This design comes from an exercise in tuning for small area, a short achievable clock period and few clock cycles per item on the open sky130 flow, not from production work.
The RTL was checked by simulation tests, not by an equivalence proof against the original design.

==> inputs of 02-23 <==
==> flow/design.v <==
module matrix_mem_sequencer #(
  parameter int ADDR_W = 8,
  parameter int DATA_W = 256,
  parameter int RD_LAT = 2
) (
  input  logic              clk,
  input  logic              rst,
  input  logic              start,
  input  logic [ADDR_W-1:0] addr_a,
  input  logic [ADDR_W-1:0] addr_b,
  input  logic [ADDR_W-1:0] addr_c,
  output logic              busy,
  output logic              done,
  output logic [ADDR_W-1:0] ram_addr,
  output logic              ram_wren,
  output logic [DATA_W-1:0] ram_wdata,
  input  logic [DATA_W-1:0] ram_rdata,
  output logic [DATA_W-1:0] mat_a,
  output logic [DATA_W-1:0] mat_b,
  input  logic [DATA_W-1:0] mat_c
);
  localparam int DEPTH = 4;
  logic [ADDR_W-1:0] q_a   [DEPTH];
  logic [ADDR_W-1:0] q_b   [DEPTH];
  logic [ADDR_W-1:0] q_c   [DEPTH];
  logic              q_v   [DEPTH];   
  logic              q_ra  [DEPTH];   
  logic              q_rb  [DEPTH];   
  logic              q_ab  [DEPTH];   
  logic              q_fb  [DEPTH];   
  logic              q_h1b [DEPTH];   
  logic              q_h2a [DEPTH];   
  logic              q_h2b [DEPTH];   
  logic [1:0]        q_cnt [DEPTH];   
  logic [ADDR_W-1:0] r_lc1, r_lc2;    
  logic              r_lv1, r_lv2;
  logic [2:0]        r_count;
  logic              r_eval;          
  logic              r_busy;
  logic              r_done;
  logic              r_wren;
  logic [ADDR_W-1:0] r_addr;
  logic              p0_da, p0_db, p1_da, p1_db, p2_da, p2_db;
  logic              r_sel_a_c;       
  logic              r_sel_b_c;       
  logic [DATA_W-1:0] r_a, r_b;
  logic       rd_en, rd_isa;
  logic [1:0] rd_slot;
  logic       le2_0, le1_0, le2_1;
  assign le2_0 = (q_cnt[0] != 2'd3);
  assign le1_0 = (q_cnt[0] <= 2'd1);
  assign le2_1 = (q_cnt[1] != 2'd3);
  always_comb begin
    rd_en   = 1'b0;
    rd_isa  = 1'b0;
    rd_slot = 2'd0;
    if (!r_eval) begin
      if (q_v[0] && (q_ra[0] || q_rb[0])) begin
        rd_en = 1'b1; rd_isa = q_ra[0]; rd_slot = 2'd0;
      end else if (q_v[1] && (q_ra[1] || q_rb[1])) begin
        rd_slot = 2'd1;
        if (q_ra[1] && le2_0) begin
          rd_en = 1'b1; rd_isa = 1'b1;
        end else if (q_rb[1] && !q_h1b[1]) begin
          rd_en = 1'b1; rd_isa = 1'b0;
        end
      end else if (q_v[2] && (q_ra[2] || q_rb[2])) begin
        rd_slot = 2'd2;
        if (q_ra[2] && le1_0 && le2_1 && !q_h2a[2]) begin
          rd_en = 1'b1; rd_isa = 1'b1;
        end else if (q_rb[2] && le2_0 && !q_h2b[2]) begin
          rd_en = 1'b1; rd_isa = 1'b0;
        end
      end
    end
  end
  logic       acc;
  logic [2:0] npos;     
  logic       n_fa, n_fb, n_ab, n_h2a, n_h2b, n_near;
  assign acc    = start && !r_busy;
  assign npos   = r_count - {2'b0, r_eval};
  assign n_fa   = r_lv1 && (addr_a == r_lc1);
  assign n_fb   = r_lv1 && (addr_b == r_lc1);
  assign n_ab   = (addr_a == addr_b);
  assign n_h2a  = r_lv2 && (addr_a == r_lc2);
  assign n_h2b  = r_lv2 && (addr_b == r_lc2);
  assign n_near = (npos <= 3'd1);    
  logic e_next;
  assign e_next = r_eval ? (q_v[1] && !q_ra[1] && !q_rb[1] && q_cnt[1] <= 2'd1)
                         : (q_v[0] && !q_ra[0] && !q_rb[0] && q_cnt[0] <= 2'd1);
  logic       n_v  [DEPTH];
  logic       n_ra [DEPTH];
  logic       n_rb [DEPTH];
  logic [1:0] n_cnt[DEPTH];
  logic       s_v  [DEPTH];
  logic       s_ra [DEPTH];
  logic       s_rb [DEPTH];
  logic [1:0] s_cnt[DEPTH];
  always_comb begin
    for (int i = 0; i < DEPTH; i++) begin
      if (r_eval) begin
        if (i + 1 < DEPTH) begin
          s_v[i] = q_v[i+1]; s_ra[i] = q_ra[i+1]; s_rb[i] = q_rb[i+1]; s_cnt[i] = q_cnt[i+1];
        end else begin
          s_v[i] = 1'b0; s_ra[i] = 1'b0; s_rb[i] = 1'b0; s_cnt[i] = 2'd0;
        end
      end else begin
        s_v[i] = q_v[i]; s_ra[i] = q_ra[i]; s_rb[i] = q_rb[i]; s_cnt[i] = q_cnt[i];
      end
      n_v[i]   = s_v[i];
      n_ra[i]  = s_ra[i];
      n_rb[i]  = s_rb[i];
      n_cnt[i] = (s_cnt[i] != 2'd0) ? s_cnt[i] - 2'd1 : 2'd0;
      if (rd_en && rd_slot == 2'(i)) begin
        n_cnt[i] = 2'd3;
        if (rd_isa) n_ra[i] = 1'b0; else n_rb[i] = 1'b0;
      end
      if (acc && npos == 3'(i)) begin
        n_v[i]   = 1'b1;
        n_ra[i]  = !n_fa;
        n_rb[i]  = !(n_fb && !n_near) && !(n_ab && !n_fa);
        n_cnt[i] = 2'd0;
      end
    end
  end
  always_ff @(posedge clk) begin
    for (int i = 0; i < DEPTH; i++) begin
      if (acc && npos == 3'(i)) begin
        q_a[i]   <= addr_a;
        q_b[i]   <= addr_b;
        q_c[i]   <= addr_c;
        q_ab[i]  <= n_ab && !n_fa;
        q_fb[i]  <= n_fb && !n_near;
        q_h1b[i] <= n_fb && n_near;
        q_h2a[i] <= n_h2a;
        q_h2b[i] <= n_h2b;
      end else if (r_eval && i + 1 < DEPTH) begin
        q_a[i]   <= q_a[i+1];   q_b[i]   <= q_b[i+1];   q_c[i]   <= q_c[i+1];
        q_ab[i]  <= q_ab[i+1];  q_fb[i]  <= q_fb[i+1];  q_h1b[i] <= q_h1b[i+1];
        q_h2a[i] <= q_h2a[i+1]; q_h2b[i] <= q_h2b[i+1];
      end
    end
  end
  always_ff @(posedge clk) begin
    if (!rst) begin
      for (int i = 0; i < DEPTH; i++) begin
        q_v[i]   <= 1'b0;
        q_ra[i]  <= 1'b0;
        q_rb[i]  <= 1'b0;
        q_cnt[i] <= 2'd0;
      end
      r_lv1     <= 1'b0;
      r_lv2     <= 1'b0;
      r_count   <= '0;
      r_eval    <= 1'b0;
      r_busy    <= 1'b0;
      r_done    <= 1'b0;
      r_wren    <= 1'b0;
      p0_da <= 1'b0; p0_db <= 1'b0;
      p1_da <= 1'b0; p1_db <= 1'b0;
      p2_da <= 1'b0; p2_db <= 1'b0;
      r_sel_a_c <= 1'b0;
      r_sel_b_c <= 1'b0;
    end else begin
      for (int i = 0; i < DEPTH; i++) begin
        q_v[i]   <= n_v[i];
        q_ra[i]  <= n_ra[i];
        q_rb[i]  <= n_rb[i];
        q_cnt[i] <= n_cnt[i];
      end
      if (acc) begin
        r_lc1 <= addr_c; r_lv1 <= 1'b1;
        r_lc2 <= r_lc1;  r_lv2 <= r_lv1;
      end
      r_count <= npos + {2'b0, acc};
      r_busy  <= (npos + {2'b0, acc}) >= 3'(DEPTH);
      r_eval  <= e_next;
      r_done  <= r_eval;
      r_wren  <= r_eval;
      p0_da <= rd_en && rd_isa;
      p0_db <= rd_en && (!rd_isa || q_ab[rd_slot]);
      p1_da <= p0_da; p1_db <= p0_db;
      p2_da <= p1_da; p2_db <= p1_db;
      r_sel_a_c <= e_next;
      r_sel_b_c <= e_next && (r_eval ? (q_v[2] && q_fb[2]) : (q_v[1] && q_fb[1]));
    end
  end
  always_ff @(posedge clk) begin
    if (r_eval)     r_addr <= q_c[0];
    else if (rd_en) r_addr <= rd_isa ? q_a[rd_slot] : q_b[rd_slot];
  end
  always_ff @(posedge clk) begin
    if (r_sel_a_c)  r_a <= mat_c;
    else if (p2_da) r_a <= ram_rdata;
    if (r_sel_b_c)  r_b <= mat_c;
    else if (p2_db) r_b <= ram_rdata;
  end
  assign busy      = r_busy;
  assign done      = r_done;
  assign ram_addr  = r_addr;
  assign ram_wren  = r_wren;
  assign ram_wdata = r_a;
  assign mat_a     = r_a;
  assign mat_b     = r_b;
endmodule
==> flow/flow/run.sh <==
#!/bin/bash
# Standard ORFS layout with small port buffers and pins one track apart.
set -euo pipefail
W=$(pwd)
export DONT_BUFFER_PORTS=1
export PRE_GLOBAL_PLACE_TCL=$W/flow/bufports.tcl
export PLACE_PINS_ARGS="-min_distance 1 -min_distance_in_tracks"
bash standard.sh > $W/standard_flow.log 2>&1
==> flow/flow/bufports.tcl <==
# Buffer every port with a small buffer (the standard flow's buffer_ports picks a delay cell).
buffer_ports -inputs -buffer_cell sky130_fd_sc_hd__buf_1
buffer_ports -outputs -buffer_cell sky130_fd_sc_hd__buf_2
==> flow/standard.sh <==
#!/bin/bash
# synth_recipe.tcl (not shown) runs the flow's synth.tcl, then flattens the netlist and writes it again
# the make line also repeats each setting of config.mk as NAME=value (left out here)
make -C /OpenROAD-flow-scripts/flow DESIGN_CONFIG=/design/flow/config.mk WORK_HOME=/design/flow/orfs CLKGATE_MAP_FILE= SYNTH_SCRIPT=/design/flow/synth_recipe.tcl "${@:-finish}"
==> flow/config.mk <==
export PLATFORM = sky130hd
export DESIGN_NAME = matrix_mem_sequencer
export DESIGN_NICKNAME = matrix_mem_sequencer
export VERILOG_FILES = /design/flow/design.v
export SDC_FILE = /design/flow/constraint.sdc
export NUM_CORES = 4
export LEC_CHECK = 0
export CAP_MARGIN = 20
export CORE_AREA = 3 3 277 277
export DIE_AREA = 0 0 280 280
export SLEW_MARGIN = 20
==> flow/constraint.sdc <==
create_clock -name core_clock -period 3.5 [get_ports {clk}]
set_input_delay 0.7000 -clock core_clock [delete_from_list [all_inputs] [get_ports {clk}]]
set_output_delay 0.7000 -clock core_clock [all_outputs]
set_load 0.01 [all_outputs]
==> inputs of 07-15, as changes to 02-23 <==
==> flow/run.sh (new file) <==
#!/bin/bash
# synth_recipe.tcl (not shown) runs the flow's synth.tcl, then flattens the netlist and writes it again
# the make line also repeats each setting of config.mk as NAME=value (left out here)
make -C /OpenROAD-flow-scripts/flow DESIGN_CONFIG=/design/flow/config.mk WORK_HOME=/design/flow/orfs CLKGATE_MAP_FILE= SYNTH_SCRIPT=/design/flow/synth_recipe.tcl finish
--- a/flow/config.mk
+++ b/flow/config.mk
@@ -6,6 +6,6 @@
 export NUM_CORES = 4
 export LEC_CHECK = 0
 export CAP_MARGIN = 20
-export CORE_AREA = 3 3 277 277
-export DIE_AREA = 0 0 280 280
+export CORE_AREA = 5 5 295 295
+export DIE_AREA = 0 0 300 300
 export SLEW_MARGIN = 20
removed: flow/flow/run.sh
removed: flow/flow/bufports.tcl
removed: flow/standard.sh
==> flow_summary.yaml <==
run_status:
  outcome: "did not finish"
  lastStage: "I/O pin placement (3_2_place_iop)"
  error_line: "[ERROR PPL-0024] Number of IO pins (1318) exceeds maximum number of available positions (1082). Increase the die perimeter from 1200.00um to 1792.48um."
floorplanning:
  die_w_um: 300
The numbers above come from 07-15.

==> flow_summary.yaml <==
run_status:
  outcome: "finished clean"
floorplanning:
  die_w_um: 280
  dieArea_um2: 78400
worst_setup_path:
  r2r_start: "q_rb[1]"
logic_synthesis:
  ys_types: 51
  yosysMostFrequentCell: "edfxtp_1"
  synth-xor-area-share: 0.0119
The numbers above come from 02-23.

Testbench counts of 02-23, summed over its fixed seeds: cycles 8,227, items 3,200.
Testbench counts of 07-15, summed over its fixed seeds: cycles 8,227, items 3,200.

[separate check: timing with driven ports]
The flow's constraints put no driver on any port. The routed layout listed below was extracted and timed again, unchanged, in two steps. Step 1 assumes that a clkbuf_16 drives the clock port and a buf_2 every other input. Step 2 moves the port delays by t, midway between the first and last clock arrival at a register: inputs arrive t later, outputs are due t later. That takes back most of the time a late clock gives input paths. Slacks: no drivers / after step 1 / after step 2; pairs: no drivers / after step 1.
run: 02-23
t (ns): 0.659
setup WS [ns]: 0.760 / 0.760 / 0.760
hold WS [ns]: 0.188 / 0.244 / 0.431
clock arrival spread, ns: 0.027 / 0.027
worst data-port slew with drivers (ns): 0.49
After both steps 02-23 still meets setup and hold. For 02-23, drivers alone change the setup slack by 0.000 ns; drivers and shift together by 0.000 ns.
